This is an optimization exercise on Yosys and OpenROAD, whose aim is small area and a short achievable clock period, not a production implementation.
Where RTL was checked, it was by simulation tests only, not by an equivalence proof against the original.
No driver is modelled on the clock port, so clocking that relies on it looks cheaper here than on a real chip.
Power is estimated from default activity; no workload was simulated.

Setup of run 1:
Design tomasulo_core, start of the top module:
module tomasulo_core (
	input  logic                   clk,
	input  logic                   rst_n,
	input  logic                   inst_valid,    
	input  logic [32-1:0]       inst,
	output logic                   issue_full,    
	output logic                   busy,
	output logic                   cdb_valid,
	output logic [3-1:0]      cdb_tag,
	output logic [32-1:0]       cdb_value,
	input  logic [5-1:0] reg_rd_addr,
	output logic [32-1:0]       reg_rd_data
);
export LEC_CHECK = 0
export CAP_MARGIN = 20
export CELL_PAD_IN_SITES_DETAIL_PLACEMENT = 0
export CELL_PAD_IN_SITES_GLOBAL_PLACEMENT = 0
export CORE_MARGIN = 2
export CORE_UTILIZATION = 35
export CTS_CLUSTER_DIAMETER = 120
export CTS_CLUSTER_SIZE = 20
export PLACE_DENSITY = 0.5
export SETUP_SLACK_MARGIN = 4.85
export SLEW_MARGIN = 20
export SYNTH_HIERARCHICAL = 1
create_clock -name core_clock -period 11.0 [get_ports {clk}]
standard.sh (not shown) runs the stock make flow with config.mk's settings and CLKGATE_MAP_FILE= SYNTH_SCRIPT=/design/flow/synth_recipe.tcl, a recipe that flattens the netlist after the stock synthesis.
==> flow/flow/run.sh <==
#!/bin/bash
# Own layout flow: the standard layout (standard.sh) with three changes:
#  - the port buffers are buf_2 cells instead of the default delay-buffer cells,
#  - clock tree synthesis inserts no dummy loads,
#  - after clock tree synthesis, cells whose paths keep at least DS_MARGIN ns of slack
#    are swapped for smaller cells of the same function (flow/downsize.tcl).
# Each step's output goes to a log file of its own in the work folder.
set -euo pipefail
X=(
	"BUFFER_PORTS_ARGS=-buffer_cell sky130_fd_sc_hd__buf_2"
	"CTS_ARGS=-sink_clustering_enable -repair_clock_nets -sink_clustering_size 20 -sink_clustering_max_diameter 120 -dont_use_dummy_load"
)
bash standard.sh "${X[@]}" cts > make_to_cts.log 2>&1
RESULTS=orfs/results/${FLOW_PLATFORM}/tomasulo_core/base DS_MARGIN=4.95 \
	openroad -no_init -exit flow/downsize.tcl > downsize.log 2>&1
bash standard.sh "${X[@]}" finish > make_finish.log 2>&1
==> flow/flow/downsize.tcl <==
# Swap cells for smaller ones of the same function where the path through the cell keeps
# at least DS_MARGIN ns of setup slack and the worst slack does not get worse.
# Reads and rewrites RESULTS/4_cts.odb (the clock tree synthesis result).
set results $::env(RESULTS)
read_liberty $::env(FLOW_HOME)/platforms/sky130hd/lib/sky130_fd_sc_hd__tt_025C_1v80.lib
read_db $results/4_cts.odb
read_sdc $results/4_cts.sdc
source $::env(FLOW_HOME)/platforms/sky130hd/setRC.tcl
set_propagated_clock [all_clocks]
estimate_parasitics -placement
sta::make_equiv_cells [get_libs *]
set margin $::env(DS_MARGIN)
set wns0 [sta::worst_slack_cmd max]
puts "worst slack [expr {$wns0 * 1e9}] ns, design area [expr {[rsz::design_area] * 1e12}] um2"
set n 0
set tried 0
foreach inst [get_cells *] {
	set lc [get_lib_cells -quiet -of_objects $inst]
	if {$lc eq "" || $lc eq "NULL"} continue
	set name [get_name $lc]
	if {[regexp {df|clkbuf|clkinv|tap|fill|decap|conb|dly|bufinv} $name]} continue
	if {[regexp {^clk} [get_name $inst]]} continue
	set outs [get_pins -of_objects $inst -filter "direction==output"]
	if {[llength $outs] != 1} continue
	set sl [get_property $outs slack_max]
	if {$sl eq "" || $sl < $margin + 0.05} continue
	set a0 [get_property $lc area]
	set eqs [sta::find_equiv_cells $lc]
	if {$eqs eq "NULL" || $eqs eq ""} continue
	set cands {}
	foreach e $eqs {
		if {$e eq "NULL"} continue
		set en [get_name $e]
		set ea [get_property $e area]
		if {$ea < $a0 - 0.01 && ![regexp {lp|dly|clk} $en]} { lappend cands [list $ea $e] }
	}
	foreach c [lsort -real -index 0 $cands] {
		incr tried
		replace_cell $inst [lindex $c 1]
		set op [get_pins -of_objects $inst -filter "direction==output"]
		set sl2 [get_property $op slack_max]
		set slew [get_property $op slew_max]
		if {$sl2 >= $margin && [sta::worst_slack_cmd max] >= $wns0 - 1e-12 && $slew < 1.0} {
			incr n
			break
		}
		replace_cell $inst $lc
	}
}
puts "downsized $n cells ($tried tries)"
puts "worst slack [expr {[sta::worst_slack_cmd max] * 1e9}] ns, design area [expr {[rsz::design_area] * 1e12}] um2"
write_db $results/4_cts.odb
Having completed the whole flow, run 1 delivered a layout that passed the timing, DRC and antenna checks.
For run 2, these inputs were changed with respect to run 1:
# run 1
export LEC_CHECK = 0
export CAP_MARGIN = 20
export CELL_PAD_IN_SITES_DETAIL_PLACEMENT = 0
export CELL_PAD_IN_SITES_GLOBAL_PLACEMENT = 0
export CORE_MARGIN = 2
export CORE_UTILIZATION = 35
export CTS_CLUSTER_DIAMETER = 120
export CTS_CLUSTER_SIZE = 20
export PLACE_DENSITY = 0.5
export SETUP_SLACK_MARGIN = 4.85
export SLEW_MARGIN = 20
export SYNTH_HIERARCHICAL = 1
create_clock -name core_clock -period 11.0 [get_ports {clk}]
# run 2
export LEC_CHECK = 0
export CAP_MARGIN = 20
export CELL_PAD_IN_SITES_DETAIL_PLACEMENT = 1
export CELL_PAD_IN_SITES_GLOBAL_PLACEMENT = 2
export CORE_MARGIN = 2
export CORE_UTILIZATION = 35
export CTS_CLUSTER_DIAMETER = 120
export CTS_CLUSTER_SIZE = 20
export PLACE_DENSITY = 0.5
export SETUP_SLACK_MARGIN = 5
export SLEW_MARGIN = 20
export SYNTH_HIERARCHICAL = 1
create_clock -name core_clock -period 11.0 [get_ports {clk}]
diff --git a/flow/flow/run.sh b/flow/flow/run.sh
--- a/flow/flow/run.sh
+++ b/flow/flow/run.sh
@@ -12,5 +12,5 @@
 )
 bash standard.sh "${X[@]}" cts > make_to_cts.log 2>&1
-RESULTS=orfs/results/${FLOW_PLATFORM}/tomasulo_core/base DS_MARGIN=4.95 \
+RESULTS=orfs/results/${FLOW_PLATFORM}/tomasulo_core/base DS_MARGIN=5.0 \
 	openroad -no_init -exit flow/downsize.tcl > downsize.log 2>&1
 bash standard.sh "${X[@]}" finish > make_finish.log 2>&1
==> run summary <==
- Run 2 completed end to end with timing, DRC and antenna clean.
- Run 1 has a lower post-DP HPWL than run 2.
- Diff run 1 -> run 2 | cell area after layout | increase of about 0.9%
- Total power: higher on run 2


Another version of the RTL of tomasulo_core (not shown whole).
Size in the first run: ~1500 flip-flops, roughly 110 I/O pins, roughly 0.078 mm2 of cells after synthesis.
clock: 11.0 ns
lec_check: 0
cap_margin: 20
cell_pad_in_sites_detail_placement: 1
cell_pad_in_sites_global_placement: 2
core_margin: 2
core_utilization: 45
cts_cluster_diameter: 140
cts_cluster_size: 24
place_density: 0.58
setup_slack_margin: 4.85
slew_margin: 20
synth_hierarchical: 1
==> flow/flow/run.sh <==
#!/bin/bash
# Own layout flow: the standard layout (standard.sh) with three changes:
#  - the port buffers are buf_2 cells instead of the default delay-buffer cells,
#  - clock tree synthesis inserts no dummy loads,
#  - after clock tree synthesis, cells whose paths keep at least DS_MARGIN ns of slack
#    are swapped for smaller cells of the same function (flow/downsize.tcl).
# Each step's output goes to a log file of its own in the work folder.
set -euo pipefail
X=(
	"BUFFER_PORTS_ARGS=-buffer_cell sky130_fd_sc_hd__buf_2"
	"CTS_ARGS=-sink_clustering_enable -repair_clock_nets -sink_clustering_size 24 -sink_clustering_max_diameter 140 -dont_use_dummy_load"
)
bash standard.sh "${X[@]}" cts > make_to_cts.log 2>&1
RESULTS=orfs/results/${FLOW_PLATFORM}/tomasulo_core/base DS_MARGIN=4.95 \
	openroad -no_init -exit flow/downsize.tcl > downsize.log 2>&1
bash standard.sh "${X[@]}" finish > make_finish.log 2>&1
Other scripts of this flow, unchanged in this note and not shown: flow/flow/downsize.tcl
Change:
- CORE_UTILIZATION: 45 -> 35
- PLACE_DENSITY: 0.58 -> 0.5
- routed wire length is higher by about 8%
- first-iteration DRC count shrinks by about 7%
- combinational power decreases by about 2.6%
- via count fell by about 1.6%


RTL: one of the versions met above, not the one the previous note started from.
For scale: about 6,500 cells after synthesis, about 110 I/O pins, roughly 0.079 mm² of cells after synthesis.
Settings: LEC_CHECK=0, CAP_MARGIN=20, CELL_PAD_IN_SITES_DETAIL_PLACEMENT=1, CELL_PAD_IN_SITES_GLOBAL_PLACEMENT=2, CORE_MARGIN=2, CORE_UTILIZATION=35, CTS_CLUSTER_DIAMETER=120, CTS_CLUSTER_SIZE=20, PLACE_DENSITY=0.5, SETUP_SLACK_MARGIN=4.85, SLEW_MARGIN=20, SYNTH_HIERARCHICAL=1; clock period 11.0 ns.
==> flow/flow/run.sh <==
#!/bin/bash
# Own layout flow: the standard layout (standard.sh) with three changes:
#  - the port buffers are buf_2 cells instead of the default delay-buffer cells,
#  - clock tree synthesis inserts no dummy loads,
#  - after clock tree synthesis, cells whose paths keep at least DS_MARGIN ns of slack
#    are swapped for smaller cells of the same function (flow/downsize.tcl).
# Each step's output goes to a log file of its own in the work folder.
set -euo pipefail
X=(
	"BUFFER_PORTS_ARGS=-buffer_cell sky130_fd_sc_hd__buf_2"
	"CTS_ARGS=-sink_clustering_enable -repair_clock_nets -sink_clustering_size 20 -sink_clustering_max_diameter 120 -dont_use_dummy_load"
)
bash standard.sh "${X[@]}" cts > make_to_cts.log 2>&1
RESULTS=orfs/results/${FLOW_PLATFORM}/tomasulo_core/base DS_MARGIN=4.95 \
	openroad -no_init -exit flow/downsize.tcl > downsize.log 2>&1
bash standard.sh "${X[@]}" finish > make_finish.log 2>&1
Scripts as last shown in full above: flow/flow/downsize.tcl
The starting point completed without violations.
Edit:
--- a/flow/flow/run.sh
+++ b/flow/flow/run.sh
@@ -11 +11 @@
-	"CTS_ARGS=-sink_clustering_enable -repair_clock_nets -sink_clustering_size 20 -sink_clustering_max_diameter 120 -dont_use_dummy_load"
+	"CTS_ARGS=-sink_clustering_enable -repair_clock_nets -sink_clustering_size 24 -sink_clustering_max_diameter 140 -dont_use_dummy_load"
--- a/flow/flow/downsize.tcl
+++ b/flow/flow/downsize.tcl
@@ -21 +21 @@
-	if {[regexp {df|clkbuf|clkinv|tap|fill|decap|conb|dly|bufinv} $name]} continue
+	if {[regexp {edf|clkbuf|clkinv|tap|fill|decap|conb|dly|bufinv} $name]} continue
CTS_CLUSTER_DIAMETER = 140   (was 120)
CTS_CLUSTER_SIZE = 24   (was 20)
Effect: Die area is unchanged. Count of clock-buffer cells in the layout fell by 12. Area after synthesis is unchanged. Wire length is about the same.


## pepper
Another version of the RTL of tomasulo_core (not shown whole).
For scale: about 6,200 cells after synthesis, about 1,500 flip-flops, ~110 I/O pins, ~78,000 µm² of cells after synthesis.
## tomasulo_core
module tomasulo_core (
	input  logic                   clk,
	input  logic                   rst_n,
	input  logic                   inst_valid,    
	input  logic [32-1:0]       inst,
	output logic                   issue_full,    
	output logic                   busy,
	output logic                   cdb_valid,
	output logic [3-1:0]      cdb_tag,
	output logic [32-1:0]       cdb_value,
	input  logic [5-1:0] reg_rd_addr,
	output logic [32-1:0]       reg_rd_data
);
clock: 11.0 ns
lec_check: 0
cap_margin: 20
cell_pad_in_sites_detail_placement: 1
cell_pad_in_sites_global_placement: 2
core_margin: 2
core_utilization: 45
cts_cluster_diameter: 140
cts_cluster_size: 24
place_density: 0.58
setup_slack_margin: 4.85
slew_margin: 20
synth_hierarchical: 1
==> flow/flow/run.sh <==
#!/bin/bash
# Own layout flow: the standard layout (standard.sh) with three changes:
#  - the port buffers are buf_2 cells instead of the default delay-buffer cells,
#  - clock tree synthesis inserts no dummy loads,
#  - after clock tree synthesis, cells whose paths keep at least DS_MARGIN ns of slack
#    are swapped for smaller cells of the same function (flow/downsize.tcl).
# Each step's output goes to a log file of its own in the work folder.
set -euo pipefail
X=(
	"BUFFER_PORTS_ARGS=-buffer_cell sky130_fd_sc_hd__buf_2"
	"CTS_ARGS=-sink_clustering_enable -repair_clock_nets -sink_clustering_size 24 -sink_clustering_max_diameter 140 -dont_use_dummy_load"
)
bash standard.sh "${X[@]}" cts > make_to_cts.log 2>&1
RESULTS=orfs/results/${FLOW_PLATFORM}/tomasulo_core/base DS_MARGIN=4.95 \
	openroad -no_init -exit flow/downsize.tcl > downsize.log 2>&1
bash standard.sh "${X[@]}" finish > make_finish.log 2>&1
Other scripts of this flow, unchanged in this note and not shown: flow/flow/downsize.tcl
diff inputs: pepper => willow
- PLACE_DENSITY changed from 0.58 to 0.5
- CORE_UTILIZATION changed from 45 to 35
==> run summary <==
Compared to pepper, the routing of willow uses more wire. Diff pepper..willow | maximum frequency | negligible. Of willow and pepper, the run reporting the higher last weighted congestion value of the routability-driven placer was pepper. | part of the power in combinational logic | lower: pepper |. The lower switching share of power of willow and pepper is in pepper. Post-route cell area in willow vs pepper: up 1.1%. On overall die width: between willow and pepper, it ends up higher for willow. In the reports for willow and pepper, the larger global router's overall resource usage belongs to pepper.
Function was not checked in any run of this note: the RTL went through the layout flow alone.

what the ideal ports hide:
The results above use ideal ports. As a check the final layouts listed here were re-extracted and re-timed, cells and wires unchanged.
Step 1, drivers: a clkbuf_16 drives clk and a buf_2 each remaining input, both assumed.
Step 2 times the ports against the registers' clock, not the clock port: input delays grow and output delays shrink by t, the midpoint of the rising clock arrivals with the driver on.
Three values: ideal, step 1, step 2; two values: the first two.
run	shift t [ns]	slack for setup (ns)	worst hold slack (ns)
run 1	0.839	4.732 / 4.561 / 4.122	0.328 / 0.328 / 0.328
run 2	0.832	4.800 / 4.607 / 4.370	0.357 / 0.357 / 0.357
the first run of note 2	0.783	4.604 / 4.541 / 4.368	0.355 / 0.355 / 0.355
the second run of note 2	0.811	4.790 / 4.598 / 4.268	0.355 / 0.355 / 0.355
the first run of note 3	0.848	4.766 / 4.599 / 4.172	0.347 / 0.347 / 0.347
the second run of note 3	0.820	4.770 / 4.574 / 4.171	0.355 / 0.355 / 0.355
pepper	0.788	4.711 / 4.562 / 4.167	0.352 / 0.352 / 0.352
willow	0.817	4.725 / 4.548 / 4.126	0.333 / 0.333 / 0.333
After both steps setup and hold are still met in every run listed. For run 1, which loses most, drivers alone change the setup slack by -0.171 ns; drivers and shift together by -0.610 ns.
